This is an optimization exercise on Yosys and OpenROAD, whose aim is small area, a short achievable clock period and few clock cycles per item, not a production implementation. In this exercise RTL edits were held to simulation tests only and were not proved equivalent to the original. Power figures rest on the tool's default switching activity, not on a simulated workload.

**flow/config.mk**
```make
export PLATFORM = sky130hd
export DESIGN_NAME = rv_core_top
export DESIGN_NICKNAME = rv_core_top
export VERILOG_FILES = /design/flow/design.v
export SDC_FILE = /design/flow/constraint.sdc
export NUM_CORES = 4
export LEC_CHECK = 0
export CAP_MARGIN = 20
export CORE_MARGIN = 2
export CORE_UTILIZATION = 50
export SETUP_SLACK_MARGIN = 2.5
export SLEW_MARGIN = 20
```
**flow/constraint.sdc**
```tcl
create_clock -name core_clock -period 6.0 [get_ports {clk}]
set_input_delay 1.2000 -clock core_clock [delete_from_list [all_inputs] [get_ports {clk}]]
set_output_delay 1.2000 -clock core_clock [all_outputs]
set_load 0.01 [all_outputs]
```
**flow/design.v**
```verilog
package rv_pkg;
    typedef logic [32-1:0]   word_t;
    typedef logic [5-1:0] reg_addr_t;
    typedef enum logic [3:0] {
        ALU_ADD    = 4'd0,
        ALU_SUB    = 4'd1,
        ALU_SLL    = 4'd2,
        ALU_SLT    = 4'd3,
        ALU_SLTU   = 4'd4,
        ALU_XOR    = 4'd5,
        ALU_SRL    = 4'd6,
        ALU_SRA    = 4'd7,
        ALU_OR     = 4'd8,
        ALU_AND    = 4'd9,
        ALU_PASS_B = 4'd10
    } alu_op_e;
    typedef struct packed {
        alu_op_e   alu_op;
        word_t     operand_a;
        word_t     operand_b;
        reg_addr_t rd;
        logic      wen;
    } dec_pkt_t;
    typedef struct packed {
        reg_addr_t rd;
        word_t     data;
        logic      wen;
    } wb_pkt_t;
endpackage
`timescale 1ns/1ps
module regfile (
    input  logic        clk,
    input  logic        clr,
    input  logic [4:0]  rs1_addr,
    input  logic [4:0]  rs2_addr,
    output logic [31:0] rs1_data,
    output logic [31:0] rs2_data,
    input  logic        wen,
    input  logic [4:0]  wd_addr,
    input  logic [31:0] wd_data
);
    logic [31:0] regs [1:31];
    logic [31:0] wd;
    logic [31:1] we;
    logic        hit1, hit2;
    assign wd = clr ? 32'd0 : wd_data;
    for (genvar i = 1; i < 32; i++) begin : g_reg
        assign we[i] = clr || (wen && wd_addr == 5'(i));
        always_ff @(posedge clk) begin
            if (we[i]) regs[i] <= wd;
        end
    end
    assign hit1 = wen && (wd_addr == rs1_addr) && !clr;
    assign hit2 = wen && (wd_addr == rs2_addr) && !clr;
    always_comb begin
        rs1_data = {32{hit1}} & wd_data;
        rs2_data = {32{hit2}} & wd_data;
        for (int i = 1; i < 32; i++) begin
            rs1_data = rs1_data | ({32{rs1_addr == 5'(i) && !we[i]}} & regs[i]);
            rs2_data = rs2_data | ({32{rs2_addr == 5'(i) && !we[i]}} & regs[i]);
        end
    end
endmodule
`timescale 1ns/1ps
module execute_stage (
    input  logic [31:0] r_a,        
    input  logic [31:0] r_b,        
    input  logic        keep_a,     
    input  logic        fwd_a,      
    input  logic        fwd_ap,     
    input  logic        fwd_ar,     
    input  logic        keep_b,     
    input  logic        fwd_bp,     
    input  logic        fwd_bn,     
    input  logic [31:0] prev,       
    input  logic        sub,        
    input  logic        sra,        
    input  logic        sel_add,
    input  logic        sel_slt,
    input  logic        sel_sltu,
    input  logic        sel_sl,
    input  logic        sel_sr,
    input  logic        sel_xor,
    input  logic        sel_or,
    input  logic        sel_and,
    input  logic        sel_b,
    output logic [31:0] result
);
    logic [31:0] a, b, a_sh, prev_rev, sh, sum, rev_sh;
    logic [4:0]  shamt;
    logic        cout, slt, sltu;
    always_comb begin
        for (int i = 0; i < 32; i++) prev_rev[i] = prev[31-i];
    end
    assign a     = ({32{fwd_a}} & prev) | ({32{keep_a}} & r_a);
    assign a_sh  = ({32{fwd_ap}} & prev) | ({32{fwd_ar}} & prev_rev) | ({32{keep_a}} & r_a);
    assign b     = ({32{fwd_bp}} & prev) | ({32{fwd_bn}} & ~prev) | ({32{keep_b}} & r_b);
    assign shamt = fwd_bp ? prev[4:0] : r_b[4:0];
    logic [31:0] p, g, gk, pk, c;
    always_comb begin
        p  = a ^ b;
        g  = a & b;
        gk = g;
        pk = p;
        for (int k = 1; k < 32; k = k * 2) begin
            for (int i = 31; i >= k; i--) begin
                gk[i] = gk[i] | (pk[i] & gk[i-k]);
                pk[i] = pk[i] & pk[i-k];
            end
        end
        c = {gk[30:0] | (pk[30:0] & {31{sub}}), sub};
    end
    assign sum  = p ^ c;
    assign cout = gk[31] | (pk[31] & sub);
    assign sltu = ~cout;
    assign slt  = a[31] ^ b[31] ^ cout;
    assign sh = 32'($signed({sra & a_sh[31], a_sh}) >>> shamt);
    always_comb begin
        for (int i = 0; i < 32; i++) rev_sh[i] = sh[31-i];
    end
    assign result = ({32{sel_add}} & sum)
                  | ({32{sel_sl}}  & rev_sh)
                  | ({32{sel_sr}}  & sh)
                  | ({32{sel_xor}} & (a ^ b))
                  | ({32{sel_or}}  & (a | b))
                  | ({32{sel_and}} & (a & b))
                  | ({32{sel_b}}   & b)
                  | {31'd0, (sel_slt & slt) | (sel_sltu & sltu)};
endmodule
`timescale 1ns/1ps
module rv_core_top (
    input  logic              clk,
    input  logic              arst_n,
    input  logic              instr_valid,
    output logic              instr_ready,
    input  rv_pkg::word_t     instr,
    output logic              retire_valid,
    input  logic              retire_ready,
    output rv_pkg::reg_addr_t retire_rd,
    output rv_pkg::word_t     retire_data
);
    localparam logic [6:0] OPC_OP     = 7'b0110011;
    localparam logic [6:0] OPC_OP_IMM = 7'b0010011;
    localparam logic [6:0] OPC_LUI    = 7'b0110111;
    logic        adv;
    logic        clr;
    logic        r_valid;
    logic        r_wen;
    logic [4:0]  r_rd;
    logic [31:0] r_a;
    logic [31:0] r_b;
    logic        r_keep_a, r_fwd_a, r_fwd_ap, r_fwd_ar;
    logic        r_keep_b, r_fwd_bp, r_fwd_bn;
    logic        r_sub, r_sra;
    logic        r_sel_add, r_sel_slt, r_sel_sltu, r_sel_sl, r_sel_sr;
    logic        r_sel_xor, r_sel_or, r_sel_and, r_sel_b;
    logic        o_valid;
    logic        o_wen;
    logic [4:0]  o_rd;
    logic [31:0] o_data;
    assign adv         = !o_valid || retire_ready;
    assign instr_ready = adv;
    always_ff @(posedge clk or negedge arst_n) begin
        if (!arst_n) clr <= 1'b1;
        else         clr <= 1'b0;
    end
    logic [6:0]  opcode;
    logic [2:0]  funct3;
    logic [6:0]  funct7;
    logic [4:0]  rs1, rs2, rd;
    logic        is_op, is_imm, is_lui, f7_zero, f7_alt, legal;
    logic [31:0] v1, v2, a_n, b_n;
    logic        r_hit1, r_hit2;
    logic        use_rs2, sll_n, sub_n;
    logic        s_add, s_slt, s_sltu, s_sl, s_sr, s_xor, s_or, s_and, s_b;
    assign opcode  = instr[6:0];
    assign funct3  = instr[14:12];
    assign funct7  = instr[31:25];
    assign rd      = instr[11:7];
    assign rs1     = instr[19:15];
    assign rs2     = instr[24:20];
    assign is_op   = (opcode == OPC_OP);
    assign is_imm  = (opcode == OPC_OP_IMM);
    assign is_lui  = (opcode == OPC_LUI);
    assign f7_zero = (funct7 == 7'b0000000);
    assign f7_alt  = (funct7 == 7'b0100000);
    always_comb begin
        if (is_op)       legal = f7_zero || (f7_alt && (funct3 == 3'b000 || funct3 == 3'b101));
        else if (is_imm) legal = (funct3 == 3'b001) ? f7_zero :
                                 (funct3 == 3'b101) ? (f7_zero || f7_alt) : 1'b1;
        else             legal = is_lui;
    end
    regfile u_regfile (
        .clk      (clk),
        .clr      (clr),
        .rs1_addr (rs1),
        .rs2_addr (rs2),
        .rs1_data (v1),
        .rs2_data (v2),
        .wen      (o_valid && o_wen),
        .wd_addr  (o_rd),
        .wd_data  (o_data)
    );
    assign r_hit1 = r_valid && r_wen && (r_rd == rs1);
    assign r_hit2 = r_valid && r_wen && (r_rd == rs2);
    assign use_rs2 = instr[5] && !instr[2];                  
    assign sll_n   = (funct3 == 3'b001);
    assign sub_n   = !instr[2] && ((funct3 == 3'b010) || (funct3 == 3'b011) ||
                                   ((funct3 == 3'b000) && instr[5] && instr[30]));
    always_comb begin
        for (int i = 0; i < 32; i++) a_n[i] = sll_n ? v1[31-i] : v1[i];
    end
    always_comb begin
        if (use_rs2)       b_n = v2;
        else if (instr[2]) b_n = {instr[31:12], 12'b0};
        else               b_n = {{20{instr[31]}}, instr[31:20]};
        b_n = b_n ^ {32{sub_n}};
    end
    always_comb begin
        s_add  = 1'b0; s_slt = 1'b0; s_sltu = 1'b0; s_sl  = 1'b0; s_sr = 1'b0;
        s_xor  = 1'b0; s_or  = 1'b0; s_and  = 1'b0; s_b   = 1'b0;
        if (legal && is_lui) begin
            s_b = 1'b1;
        end else if (legal) begin
            case (funct3)
                3'b000:  s_add  = 1'b1;
                3'b001:  s_sl   = 1'b1;
                3'b010:  s_slt  = 1'b1;
                3'b011:  s_sltu = 1'b1;
                3'b100:  s_xor  = 1'b1;
                3'b101:  s_sr   = 1'b1;
                3'b110:  s_or   = 1'b1;
                default: s_and  = 1'b1;
            endcase
        end
    end
    always_ff @(posedge clk or negedge arst_n) begin
        if (!arst_n)  r_valid <= 1'b0;
        else if (adv) r_valid <= instr_valid;
    end
    always_ff @(posedge clk) begin
        if (adv) begin
            r_wen      <= legal && (rd != 5'd0);
            r_rd       <= legal ? rd : 5'd0;
            r_a        <= a_n;
            r_b        <= b_n;
            r_keep_a   <= !r_hit1;
            r_fwd_a    <= r_hit1;
            r_fwd_ap   <= r_hit1 && !sll_n;
            r_fwd_ar   <= r_hit1 && sll_n;
            r_keep_b   <= !(use_rs2 && r_hit2);
            r_fwd_bp   <= use_rs2 && r_hit2 && !sub_n;
            r_fwd_bn   <= use_rs2 && r_hit2 && sub_n;
            r_sub      <= sub_n;
            r_sra      <= instr[30];
            r_sel_add  <= s_add;
            r_sel_slt  <= s_slt;
            r_sel_sltu <= s_sltu;
            r_sel_sl   <= s_sl;
            r_sel_sr   <= s_sr;
            r_sel_xor  <= s_xor;
            r_sel_or   <= s_or;
            r_sel_and  <= s_and;
            r_sel_b    <= s_b;
        end
    end
    logic [31:0] result;
    execute_stage u_execute (
        .r_a      (r_a),
        .r_b      (r_b),
        .keep_a   (r_keep_a),
        .fwd_a    (r_fwd_a),
        .fwd_ap   (r_fwd_ap),
        .fwd_ar   (r_fwd_ar),
        .keep_b   (r_keep_b),
        .fwd_bp   (r_fwd_bp),
        .fwd_bn   (r_fwd_bn),
        .prev     (o_data),
        .sub      (r_sub),
        .sra      (r_sra),
        .sel_add  (r_sel_add),
        .sel_slt  (r_sel_slt),
        .sel_sltu (r_sel_sltu),
        .sel_sl   (r_sel_sl),
        .sel_sr   (r_sel_sr),
        .sel_xor  (r_sel_xor),
        .sel_or   (r_sel_or),
        .sel_and  (r_sel_and),
        .sel_b    (r_sel_b),
        .result   (result)
    );
    always_ff @(posedge clk or negedge arst_n) begin
        if (!arst_n)  o_valid <= 1'b0;
        else if (adv) o_valid <= r_valid;
    end
    always_ff @(posedge clk) begin
        if (adv) begin
            o_wen  <= r_wen;
            o_rd   <= r_rd;
            o_data <= result;
        end
    end
    assign retire_valid = o_valid;
    assign retire_rd    = o_rd;
    assign retire_data  = o_data;
endmodule
```
**flow/run.sh**
```bash
#!/bin/bash
# synth_recipe.tcl (not shown) runs the flow's synth.tcl, then flattens the netlist and writes it again
# the make line also repeats each setting of config.mk as NAME=value (left out here)
make -C /OpenROAD-flow-scripts/flow DESIGN_CONFIG=/design/flow/config.mk WORK_HOME=/design/flow/orfs CLKGATE_MAP_FILE= SYNTH_SCRIPT=/design/flow/synth_recipe.tcl finish
```
==> run summary <==
==> power by group <==
group	internal, mW	switching, mW
Clock	4.13	3.22
Sequential	10.4	1.16
Combinational	2.06	3.58
==> sequential cells by signal (all words and copies together), names as in the netlist, 5 cells and up <==
| signal | flops |
|---|---|
| r_rd | 5 |
| o_rd | 5 |
| r_a | 32 |
| o_data | 32 |
| r_b | 32 |
| u_regfile.regs | 992 |
==> cells by family (layout without fill, tap and decap cells) <==
family | count (synthesis) | after routing | share of synthesized area
flip-flops | 1121 | 1121 | 0.626
AO/OA/AOI/OAI | 1457 | 1457 | 0.216
AND/OR/NAND/NOR | 720 | 721 | 0.0710
XOR/XNOR | 43 | 43 | 0.00701
other | 1 | 34 | 0.0000698
multiplexers | 164 | 166 | 0.0328
buffers and inverters | 441 | 802 | 0.0318
adder cells (fa/ha/maj) | 65 | 65 | 0.0153
==> through the flow <==
| step | hold WS (ps) | cells |
|---|---|---|
| after floorplan | 441 | 4012 |
| after global placement | 484 | 5357 |
| after detailed placement | 491 | 5357 |
| after CTS | 503 | 5692 |
| after global routing | 516 | 5779 |
| final | 510 | 5812 |
==> cell usage after synthesis (68+ instances only) <==
master	number	area, sq um
a21oi_1	71	355
a221oi_1	322	2820
a22o_1	339	2970
a22oi_1	425	3190
clkbuf_1	297	1110
edfxtp_1	1118	33600
inv_1	83	312
mux2i_1	98	981
nand2_1	169	634
nand3_1	68	340
nand4_1	151	945
nor2_1	74	278
nor3_1	79	395
o21ai_0	76	380
==> final cells by class <==
| class | count | area (sq um) |
|---|---|---|
| Fill cell | 8071 | 41900 |
| Sequential cell | 1121 | 33700 |
| Multi-Input combinational cell | 2453 | 20300 |
| Timing Repair Buffer | 504 | 5050 |
| Clock buffer | 146 | 3080 |
| Tap cell | 1403 | 1760 |
| Clock inverter | 68 | 677 |
| Inverter | 84 | 319 |
| Antenna cell | 33 | 82.6 |
==> metal layers <==
layer / global-route usage / up-vias
li1: - / 17500
met1: 0.585 / 23600
met2: 0.685 / 6111
met3: 0.265 / 1935
met4: 0.338 / 40
met5: 0.0174 / -
==> final timing paths <==
kind,depth (start not counted),start,end
max,12,r_fwd_bp,o_data[30]
min,0,r_wen,o_wen
max reg2reg,12,r_fwd_bp,o_data[30]
min reg2reg,0,r_wen,o_wen
max in group asynchronous,1,arst_n,clr
min in group asynchronous,1,arst_n,r_valid
==> critical path, cell delays in order (launching register included) <==
cell and delay [ps]:
edfxtp_1 460, buf_12 180, a22oi_2 250, o21ai_4 110
ha_4 230, o211ai_1 350, o211ai_1 290, a221oi_4 460
a21oi_4 160, o41ai_4 450, o21ai_2 150, xnor2_1 150
a221o_1 310
==> repair_timing <==
action                                 CTS  global route
gates cloned                             6             5
setup endpoints to repair              245            86
pin swaps                               57            68
hold buffers                             0             0
resized for setup                      167           138
buffers inserted                       115            82
endpoints found under the hold margin    0             0
==> impl_results.md <==
- H-tree Lvls: 3
- CTS Sinks: 1121
- Reg2reg setup slack: 2200 ps
- DRC viols: 0
- Synthesized area: 53800 sq um
- Die width: 332 um
- WL final: 282 mm
- Leakage: 22.6 nW
- Yosys cell types: 78
- Max_cap viols: 0
- Setup crit end kind: flip-flop
- Status: finished clean
- Dpl cell area: 58000 sq um
- Starting DRT DRC Count: 12200
- Total power: 24.5 mW
- FFs w/ async S/R, synth: 0.00268
- Core Area: 107000 sq um
- Worst-path fanout max: 5
- Worst slew pin tran: 1280 ps
- Routed len/inst: 48.6 um
- Final nets: 4381
- Gr usage total: 0.493
- Crit path DAT: 4300 ps
- Clock transition at path regs: 60 ps
- DIE AREA: 110000 sq um
- Final setup viols: 0
- CTS tree: built
- Vias: 49100
- Setup tns final: 0 ps
- Die Height: 332 um
- Metal3 WL: 53.2 mm
- Most common cell after layout, fill and taps aside: edfxtp_1
- Required @ worst endpoint: 6500 ps
- Via density: 8.45
- Grt ovf: 0
- Final Skew: 36.4 ps
- Area Growth Syn to Fin: 20.8%
- Post-DP HPWL: 155 mm
- Layout cells sized above 1: 0.214
- Syn avg cell area: 13.4 sq um
- Fin crit share: 0.633
- Setup ws final: 2200 ps
- Met1 Wirelength: 88.9 mm
- Largest net degree at the start of global routing: 50
- Number of global-route vias before repair: 44100
- IO buf count: 74
- Fmax: 0.263 GHz
- Max-slew violation count: 0
- Dominant synthesized flop cell: edfxtp_1
- Cells after Synth: 4012
- Iteration count of the initial detailed-routing pass: 10
- RSZ-0062 raised after global routing: true
- Hold Path Class: flip-flop to flip-flop
- CTS Buffer Depth: 3
- Max VDD drop: 0.222 mV
- Top layer in use: met5
- PwrDens: 377 nW/um^2
- Sequential area share after synthesis: 0.626
- Hold Fails Final Rpt: 0
- CP Launch Type: flip-flop
- Yosys reg bits: 1121
- EDFF count, synth: 1118
- Commonest non-fill, non-tap cells in the layout: edfxtp_1, a22oi_1, a22o_1
- Rows: 120
- Gpl congestion: 0.984
- Ys Warns: 4
- Clock latency (worst-skew pair): 770 ps
- Minimum clock period: 3800 ps
- I/O pins: 75
- TritonCTS Buffers: 116
- Setup WS pre-CTS: 862 ps
- Post-route ant nets: 0
- Syn_nets: 4113
- Met2 Wirelength: 112 mm
- Buffer type at the clock tree root: clkbuf_16
- CP Class: flip-flop to flip-flop
- First-pass GRT wire length: 372 mm
- Post-layout util: 0.608
- Initial Utilization: 0.503
- Rel. slew slack: 0.146
- Initial antenna violation count: 27
- Post-route cell area: 65000 sq um
Testbench counts, summed over its fixed seeds: cycles 16,016, items 16,000.

## separate check: timing with driven ports
How much do the figures lean on ideal ports? The routed layout below was timed once more, with nothing changed but the port constraints.
Step 1, drivers: a clkbuf_16 drives clk and a buf_2 each remaining input, both assumed.
Step 2 moves the port delays by t, midway between the first and last clock arrival at a register: inputs arrive t later, outputs are due t later. That takes back most of the time a late clock gives input paths.
a / b / c = no drivers / after step 1 / after step 2; a / b = the first two.
t (ns): 0.823
setup slack, ns: 2.203 / 2.203 / 1.522
worst hold slack (ns): 0.510 / 0.510 / 0.510
latest minus earliest clock arrival (ns): 0.037 / 0.037
slew at the worst register clock pin (ns): 0.07 / 0.07
After both steps this run still meets setup and hold. The setup slack of this run moves by 0.000 ns with the drivers and by -0.681 ns with both steps.
